Source: an optimization exercise on an open RTL-to-GDS flow (aim: small area). Production flows keep margins and buffers that such runs may drop.
Only simulation tests tie the RTL to the original design; equivalence was not proved.

<file path="design.v">
module router_fifo (
  input  logic                         clk,
  input  logic                         rst,
  input  logic                         wr_en_i,
  input  logic [32+1:0]   data_i,
  input  logic                         rd_en_i,
  output logic [32+1:0]   data_o,
  output logic                         empty_o,
  output logic                         full_o
);
  localparam int flit_width = 32 + 2;
  localparam int depth      = 4;
  localparam int ptr_width  = $clog2(depth);
  localparam logic [ptr_width-1:0] last_slot   = depth - 1;
  localparam logic [ptr_width:0]   depth_count = depth;
  logic [flit_width-1:0] mem [depth];
  logic [ptr_width-1:0]  wr_ptr;
  logic [ptr_width-1:0]  rd_ptr;
  logic [ptr_width:0]    count;
  logic                  bypass;
  logic                  push;
  logic                  pop;
  assign empty_o = count == '0;
  assign full_o  = count == depth_count;
  assign data_o = empty_o ? data_i : mem[rd_ptr];
  assign bypass = empty_o & wr_en_i & rd_en_i;
  assign push   = wr_en_i & ~full_o & ~bypass;
  assign pop    = rd_en_i & ~empty_o;
  always_ff @(posedge clk) begin
    if (push) begin
      mem[wr_ptr] <= data_i;
    end
  end
  always_ff @(posedge clk) begin
    if (rst) begin
      wr_ptr <= '0;
      rd_ptr <= '0;
      count  <= '0;
    end else begin
      if (push) begin
        wr_ptr <= (wr_ptr == last_slot) ? '0 : wr_ptr + 1'b1;
      end
      if (pop) begin
        rd_ptr <= (rd_ptr == last_slot) ? '0 : rd_ptr + 1'b1;
      end
      if (push & ~pop) begin
        count <= count + 1'b1;
      end else if (pop & ~push) begin
        count <= count - 1'b1;
      end
    end
  end
endmodule
module lookahead_routing (
  input  logic [2*3-1:0] position_i,
  input  logic [2*3-1:0] destination_i,
  input  logic [4:0]                    current_routing_i,
  output logic [4:0]                    next_routing_o
);
  localparam int cw = 3;
  localparam logic [4:0] go_north = 5'b00001;
  localparam logic [4:0] go_south = 5'b00010;
  localparam logic [4:0] go_west  = 5'b00100;
  localparam logic [4:0] go_east  = 5'b01000;
  localparam logic [4:0] go_local = 5'b10000;
  logic [cw-1:0] pos_x, pos_y, dst_x, dst_y;
  logic [cw-1:0] next_x, next_y;
  assign pos_x = position_i[2*cw-1:cw];
  assign pos_y = position_i[cw-1:0];
  assign dst_x = destination_i[2*cw-1:cw];
  assign dst_y = destination_i[cw-1:0];
  always_comb begin
    next_x = pos_x;
    next_y = pos_y;
    case (current_routing_i)
      go_north: next_y = pos_y - 1'b1;
      go_south: next_y = pos_y + 1'b1;
      go_west:  next_x = pos_x - 1'b1;
      go_east:  next_x = pos_x + 1'b1;
      default: begin
        next_x = pos_x;
        next_y = pos_y;
      end
    endcase
  end
  always_comb begin
    if (current_routing_i == go_local) begin
      next_routing_o = current_routing_i;
    end else if (dst_x > next_x) begin
      next_routing_o = go_east;
    end else if (dst_x < next_x) begin
      next_routing_o = go_west;
    end else if (dst_y < next_y) begin
      next_routing_o = go_north;
    end else if (dst_y > next_y) begin
      next_routing_o = go_south;
    end else begin
      next_routing_o = go_local;
    end
  end
endmodule
module input_unit (
  input  logic                         clk,
  input  logic                         rst,
  input  logic [2*3-1:0] position_i,
  input  logic [32+1:0]   data_i,
  input  logic                         data_void_i,
  output logic                         stop_o,
  output logic [32+1:0]   head_o,
  output logic                         valid_o,
  output logic [4:0]                   request_o,
  output logic [4:0]                   next_routing_o,
  input  logic [4:0]                   read_i
);
  localparam int cw = 3;
  localparam int dw = 32;
  logic [dw+1:0] queue_head;
  logic          queue_empty;
  logic          queue_full;
  logic          valid_head;
  logic [4:0]    saved_request;
  logic          head_bit;
  logic          tail_bit;
  logic [4:0]    head_routing;
  router_fifo input_queue_i (
    .clk,
    .rst,
    .wr_en_i (~data_void_i),
    .data_i  (data_i),
    .rd_en_i (|read_i),
    .data_o  (queue_head),
    .empty_o (queue_empty),
    .full_o  (queue_full)
  );
  assign head_bit     = queue_head[dw+1];
  assign tail_bit     = queue_head[dw];
  assign head_routing = queue_head[4:0];
  assign head_o = queue_head;
  assign valid_o    = ~(queue_empty & data_void_i);
  assign valid_head = valid_o & head_bit;
  always_ff @(posedge clk) begin
    if (rst) begin
      saved_request <= '0;
    end else if (valid_o & tail_bit) begin
      saved_request <= '0;
    end else if (valid_head) begin
      saved_request <= head_routing;
    end
  end
  assign request_o = valid_head ? head_routing : saved_request;
  lookahead_routing lookahead_routing_i (
    .position_i        (position_i),
    .destination_i     (queue_head[dw-1-2*cw:dw-4*cw]),
    .current_routing_i (head_routing),
    .next_routing_o    (next_routing_o)
  );
  assign stop_o = queue_full;
endmodule
module router_arbiter (
  input  logic       clk,
  input  logic       rst,
  input  logic [3:0] request_i,
  input  logic       forwarding_head_i,
  input  logic       forwarding_tail_i,
  output logic [3:0] grant_o,
  output logic       grant_valid_o
);
  logic [1:0] priority_ptr;
  logic [1:0] winner;
  logic [3:0] pick;
  logic [3:0] held_grant;
  logic       locked;
  always_comb begin
    logic [1:0] idx;
    pick   = '0;
    winner = priority_ptr;
    for (int k = 3; k >= 0; k--) begin
      idx = priority_ptr + 2'(k);
      if (request_i[idx]) begin
        pick      = '0;
        pick[idx] = 1'b1;
        winner    = idx;
      end
    end
  end
  assign grant_o       = locked ? held_grant : pick;
  assign grant_valid_o = |grant_o;
  always_ff @(posedge clk) begin
    if (rst) begin
      locked       <= 1'b0;
      priority_ptr <= '0;
    end else begin
      if (forwarding_tail_i) begin
        locked <= 1'b0;
      end else if (forwarding_head_i) begin
        locked <= 1'b1;
      end
      if (forwarding_head_i) begin
        priority_ptr <= winner + 2'd1;
      end
    end
  end
  always_ff @(posedge clk) begin
    if (forwarding_head_i) begin
      held_grant <= pick;
    end
  end
endmodule
module output_unit #(
  parameter int out_port = 4
) (
  input  logic                             clk,
  input  logic                             rst,
  input  logic [5*(32+2)-1:0] in_head_i,
  input  logic [4:0]                       in_valid_i,
  input  logic [24:0]                      in_request_i,
  input  logic [24:0]                      in_next_routing_i,
  output logic [4:0]                       read_o,
  input  logic                             stop_i,
  output logic [32+1:0]       data_o,
  output logic                             data_void_o
);
  localparam int dw = 32;
  localparam int fw = 32 + 2;
  localparam logic head_flit     = 1'b0;
  localparam logic payload_flits = 1'b1;
  logic [fw-1:0] in_head [5];
  logic [4:0]    in_next_routing [5];
  logic [3:0]    request;
  logic [3:0]    grant;
  logic          grant_valid;
  logic [3:0]    config_now;
  logic [3:0]    config_saved;
  logic [4:0]    select;
  logic          state;
  logic          state_next;
  logic          forwarding;
  logic [fw-1:0] sel_flit;
  logic          sel_valid;
  logic [4:0]    sel_next_routing;
  logic [fw-1:0] out_flit;
  logic          out_valid;
  logic          forwarding_head;
  logic          forwarding_tail;
  for (genvar i = 0; i < 5; i++) begin : gen_inputs
    assign in_head[i]         = in_head_i[i*fw +: fw];
    assign in_next_routing[i] = in_next_routing_i[i*5 +: 5];
    assign read_o[i]          = select[i] & ~stop_i;
    if (i < out_port) begin : gen_below
      assign request[i] = in_request_i[i*5 + out_port];
      assign select[i]  = config_now[i];
    end else if (i > out_port) begin : gen_above
      assign request[i-1] = in_request_i[i*5 + out_port];
      assign select[i]    = config_now[i-1];
    end else begin : gen_self
      assign select[i] = 1'b0;
    end
  end
  router_arbiter arbiter_i (
    .clk,
    .rst,
    .request_i         (request),
    .forwarding_head_i (forwarding_head),
    .forwarding_tail_i (forwarding_tail),
    .grant_o           (grant),
    .grant_valid_o     (grant_valid)
  );
  always_comb begin
    config_now = '0;
    forwarding = 1'b0;
    if (state == head_flit) begin
      if (grant_valid & ~stop_i) begin
        config_now = grant;
        forwarding = 1'b1;
      end
    end else begin
      config_now = config_saved;
      forwarding = 1'b1;
    end
  end
  always_comb begin
    state_next = state;
    if (forwarding_tail) begin
      state_next = head_flit;
    end else if (forwarding_head) begin
      state_next = payload_flits;
    end
  end
  always_ff @(posedge clk) begin
    if (rst) begin
      state <= head_flit;
    end else begin
      state <= state_next;
    end
  end
  always_ff @(posedge clk) begin
    if (forwarding) begin
      config_saved <= config_now;
    end
  end
  always_comb begin
    sel_flit         = '0;
    sel_valid        = 1'b0;
    sel_next_routing = '0;
    for (int i = 0; i < 5; i++) begin
      if (select[i]) begin
        sel_flit         = in_head[i];
        sel_valid        = in_valid_i[i];
        sel_next_routing = in_next_routing[i];
      end
    end
  end
  always_comb begin
    out_flit = sel_flit;
    if (state == head_flit) begin
      out_flit[4:0] = sel_next_routing;
    end
  end
  assign out_valid       = forwarding & sel_valid;
  assign forwarding_head = out_valid & out_flit[dw+1] & ~stop_i;
  assign forwarding_tail = out_valid & out_flit[dw] & ~stop_i;
  always_ff @(posedge clk) begin
    if (rst) begin
      data_void_o <= 1'b1;
    end else if (~stop_i) begin
      data_void_o <= ~out_valid;
    end
  end
  always_ff @(posedge clk) begin
    if (out_valid & ~stop_i) begin
      data_o <= out_flit;
    end
  end
endmodule
module lookahead_router (
  input  logic                         clk,
  input  logic                         rst,
  input  logic [2*3-1:0] position_i,
  input  logic [32+1:0]   data_n_i,
  input  logic [32+1:0]   data_s_i,
  input  logic [32+1:0]   data_w_i,
  input  logic [32+1:0]   data_e_i,
  input  logic [32+1:0]   data_p_i,
  input  logic [4:0]                   data_void_i,
  output logic [4:0]                   stop_o,
  output logic [32+1:0]   data_n_o,
  output logic [32+1:0]   data_s_o,
  output logic [32+1:0]   data_w_o,
  output logic [32+1:0]   data_e_o,
  output logic [32+1:0]   data_p_o,
  output logic [4:0]                   data_void_o,
  input  logic [4:0]                   stop_i
);
  localparam int fw = 32 + 2;
  logic [fw-1:0]   data_in [5];
  logic [fw-1:0]   data_out [5];
  logic [5*fw-1:0] heads;
  logic [4:0]      valids;
  logic [24:0]     requests;
  logic [24:0]     next_routings;
  logic [24:0]     read_by_output;
  logic [24:0]     read_by_input;
  assign data_in[0] = data_n_i;
  assign data_in[1] = data_s_i;
  assign data_in[2] = data_w_i;
  assign data_in[3] = data_e_i;
  assign data_in[4] = data_p_i;
  for (genvar p = 0; p < 5; p++) begin : gen_ports
    for (genvar q = 0; q < 5; q++) begin : gen_read
      assign read_by_input[p*5 + q] = read_by_output[q*5 + p];
    end
    input_unit input_unit_i (
      .clk,
      .rst,
      .position_i,
      .data_i         (data_in[p]),
      .data_void_i    (data_void_i[p]),
      .stop_o         (stop_o[p]),
      .head_o         (heads[p*fw +: fw]),
      .valid_o        (valids[p]),
      .request_o      (requests[p*5 +: 5]),
      .next_routing_o (next_routings[p*5 +: 5]),
      .read_i         (read_by_input[p*5 +: 5])
    );
    output_unit #(
      .out_port (p)
    ) output_unit_i (
      .clk,
      .rst,
      .in_head_i         (heads),
      .in_valid_i        (valids),
      .in_request_i      (requests),
      .in_next_routing_i (next_routings),
      .read_o            (read_by_output[p*5 +: 5]),
      .stop_i            (stop_i[p]),
      .data_o            (data_out[p]),
      .data_void_o       (data_void_o[p])
    );
  end
  assign data_n_o = data_out[0];
  assign data_s_o = data_out[1];
  assign data_w_o = data_out[2];
  assign data_e_o = data_out[3];
  assign data_p_o = data_out[4];
endmodule
</file>
<file path="run.sh">
#!/bin/bash
# synth_recipe.tcl (not shown) runs the flow's synth.tcl, then flattens the netlist and writes it again
# the make line also repeats each setting of config.mk as NAME=value (left out here)
make -C /OpenROAD-flow-scripts/flow DESIGN_CONFIG=/design/flow/config.mk WORK_HOME=/design/flow/orfs CLKGATE_MAP_FILE= SYNTH_SCRIPT=/design/flow/synth_recipe.tcl finish
</file>
<file path="config.mk">
export PLATFORM = sky130hd
export DESIGN_NAME = lookahead_router
export DESIGN_NICKNAME = lookahead_router
export VERILOG_FILES = /design/flow/design.v
export SDC_FILE = /design/flow/constraint.sdc
export NUM_CORES = 4
export LEC_CHECK = 0
export CAP_MARGIN = 20
export CORE_MARGIN = 2
export CORE_UTILIZATION = 40
export SLEW_MARGIN = 20
</file>
<file path="constraint.sdc">
create_clock -name core_clock -period 5.5 [get_ports {clk}]
set_input_delay 1.1000 -clock core_clock [delete_from_list [all_inputs] [get_ports {clk}]]
set_output_delay 1.1000 -clock core_clock [all_outputs]
set_load 0.01 [all_outputs]
</file>
==> flow_summary.ini <==
[synthesis]
seq_area_frac_synth_pct = 58.3
ys_seq_elements = 962
synthArstFlopShare_pct = 0
syn_inst = 3852
synth_ff_type = edfxtp_1
synth_warnings = 23
synth_nets = 4145
synth_cell_type_count = 95
synth_edf_count = 877
syn_area_per_cell_um2 = 12.5
syn-cell-area_um2 = 48100

[placed_design]
placed_cell_area_um2 = 57000
routabilityCongestion = 0.985
post-dp-hpwl_mm = 131
port_buffers = 367

[final_layout]
final_net_count = 4830
design_area_um2 = 60400
layout-drive-gt1-share_pct = 19.2
syn2layout_area_growth_pct = 25.6
final_util_pct = 50.5

[floorplan]
die_area_um2 = 123000
die_h_um = 351
rows = 127
initial_core_util_pct = 40.2
core_um2 = 120000
pin_count = 368
die_w_um = 351

[critical_path]
crit_buf_inv = 7
cp_slowest_cell = mux4_2
crit_path_start = data_w_i[33]
path_cells = clkdlybuf4s50_1, nor2b_1, buf_4, buf_4, nand2_1, o22ai_1, buf_4, or3_4, mux4_2, buf_4, nor3b_1, o211a_1, o211ai_1, nor4bb_2, buf_4, o2bb2ai_1, ha_1, inv_1, fa_1, xor2_1, or3_1, a21oi_1
worstPathArrival_ns = 5.89
crit_fanout = 5
slowest_delay_ns = 0.52
critPathTopFamily = buffers and inverters
end_kind = register
critical_path_required_ns = 6.14
worstSetupPathType = primary input to register
start_kind = primary input
crit_path_frequent_cell = buf_4

[clock_network]
cts_max_level = 3
clock_sink_count = 962
cts_buffer_depth = 3
cts_root_buffer = clkbuf_16
postCtsSetupBuffers = 0
path_clk_slew_ns = 0.06
cts_tree = done
cts_buffers = 104
clk_latency_ns = 0.72

[global_routing]
grt.total_usage_pct = 28.1
grt_pass1_vias = 35700
antenna_found_initial = 12
grt.overflow.total = 0
grt_pass1_wl_mm = 251
grt_max_degree = 70

[min_path]
hold_class = register to register

[sta]
holdWs_ns = 0.487
rsz0062_at_grt = false
worstMarginPinSlew_ns = 1.07
clock.fmax_ghz = 0.191
setup_viol = 0
final_hold_viol_count = 0
period_minus_slack_ns = 5.25
final_max_slew_viol_count = 0
slew_headroom_pct = 27.0
fin_skew_ns = 0.0383
post-route-period-util_pct = 95.4

[job]
maxCapViolCount = 0

[routing]
vias_per_cell = 5.91
drc_errors = 0
vias = 36900
final_antenna_net_count = 0
drt_iter0_markers = 4320
routedWlPerCell_um = 28.1
wl_mm = 176
drtPass1Iterations = 6

[run_status]
outcome = complete, no violations
-- path summary, 6_finish.rpt --
path,endpoint,depth (start not counted),slack [ns]
min reg2reg,register,2,0.49
max reg2reg,register,20,0.33
max,register,22,0.25
min,register,2,0.49
-- tightest hold or removal path: cells and delay by family (launching register included) --
kind	cells	cell delay, ns
and+or+nand+nor	1	0.06
AOI/OAI and AO/OA	1	0.06
DFF	1	0.32
-- kinds of logic after synthesis --
group | Yosys count | share of synthesized area, %
AND/OR/NAND/NOR | 1151 | 10.7
flip-flops | 962 | 58.3
AO/OA/AOI/OAI | 930 | 13.4
buffers and inverters | 353 | 2.93
multiplexers | 315 | 11.3
adder cells (fa/ha/maj) | 105 | 2.81
XOR/XNOR | 36 | 0.655
-- layer usage --
metal  GRT usage (%)  vias up  part of all wire (%)
li1                -    16300                     -
met1            37.8    18400                    40
met2            45.7     1868                    47
met3            4.17      342                   8.4
met4            11.8        4                   4.3
met5               0        -                 0.011
-- synthesized netlist by cell type (all sizes together), types with 85 or more instances --
master,count,share of area (%)
edfxtp,877,55
mux4,179,8.4
clkbuf,169,1.3
a221oi,151,2.8
a21oi,211,2.2
o21ai,232,2.4
nor2,235,1.8
nand3,87,0.91
dfxtp,85,3.5
inv,103,0.80
ha,100,2.6
mux2i,119,2.5
nand2,552,4.3
-- per-stage QoR --
stage	worst slack [ns]	instances	TNS, ns
final	0.252	6245	0
after CTS	0.141	6238	0
after detailed placement	-0.572	6043	-121.78
after global routing	0.0250	6241	0
after floorplan	0.0877	3852	0
after global placement	-0.460	6043	-89.98
-- flip-flops by register name, summed over array words and instances (netlist names), 7 cells and up, named ones only --
name	flops
gen_ports.input_unit_i.input_queue_i.count	15
gen_ports.input_unit_i.input_queue_i.mem	680
gen_ports.input_unit_i.input_queue_i.rd_ptr	10
gen_ports.input_unit_i.input_queue_i.wr_ptr	10
gen_ports.input_unit_i.saved_request	20
gen_ports.output_unit_i.arbiter_i.held_grant	7
gen_ports.output_unit_i.arbiter_i.priority_ptr	10
gen_ports.output_unit_i.config_saved	20
gen_ports.output_unit_i.data_o	170
-- cell usage in the layout, fill, tap and decap left out, types with 12 or more instances in the layout --
master	instances
a211o_1	26
a211oi_1	26
a21o_1	12
a21oi_1	207
a221o_1	25
a221oi_1	148
a22o_1	13
a31oi_1	15
and2_1	57
buf_12	53
buf_4	401
clkbuf_1	26
clkbuf_16	105
clkdlybuf4s50_1	366
clkinv_1	26
clkinv_2	15
dfxtp_1	75
edfxtp_1	877
ha_1	100
inv_1	94
mux2_2	15
mux2i_1	119
mux4_2	179
nand2_1	551
nand2b_1	23
nand3_1	87
nand4_1	24
nor2_1	234
nor2b_1	24
nor3_1	38
nor3b_1	14
o211ai_1	36
o21a_1	28
o21ai_0	225
o221ai_1	12
o22ai_1	17
or2_2	15
or3_1	30
xnor2_1	17
xor2_1	19
-- area by class of cell --
class | instances | area, µm²
fill | 10500 | 59200
sequential | 962 | 28000
multi-input combinational | 2537 | 18800
timing repair buffer | 822 | 7750
clock buffer | 135 | 2780
tap | 1612 | 2020
clock inverter | 60 | 599
inverter | 110 | 414
antenna | 7 | 17.5
-- what timing repair did --
| item | in CTS | in global routing |
|---|---|---|
| resized for setup | 0 | 12 |
| setup endpoints to repair | 0 | 14 |
| hold buffers | 0 | 0 |
| hold endpoints to repair | 0 | 0 |

port drivers added, routing unchanged:
How much do the figures lean on ideal ports? The routed layout below was timed once more, with nothing changed but the port constraints. Step 1 sets driving cells, clkbuf_16 on the clock port and buf_2 on the other inputs (assumed; they add their load-dependent delay and slew). Step 2 moves the port delays by t, midway between the first and last clock arrival at a register: inputs arrive t later, outputs are due t later. That takes back most of the time a late clock gives input paths. Three values: no drivers, after step 1, after step 2; two values: the first two.
t (ns): 0.784
setup slack, ns: 0.252 / 0.308 / -0.475
worst setup path after step 2: input to register
worst register clock-pin slew, ns: 0.07 / 0.07
worst slew at a driven data input, ns: 0.20
With both steps, setup timing fails in this run, where it was met with ideal ports. For this run, drivers alone change the setup slack by +0.056 ns; drivers and shift together by -0.727 ns.
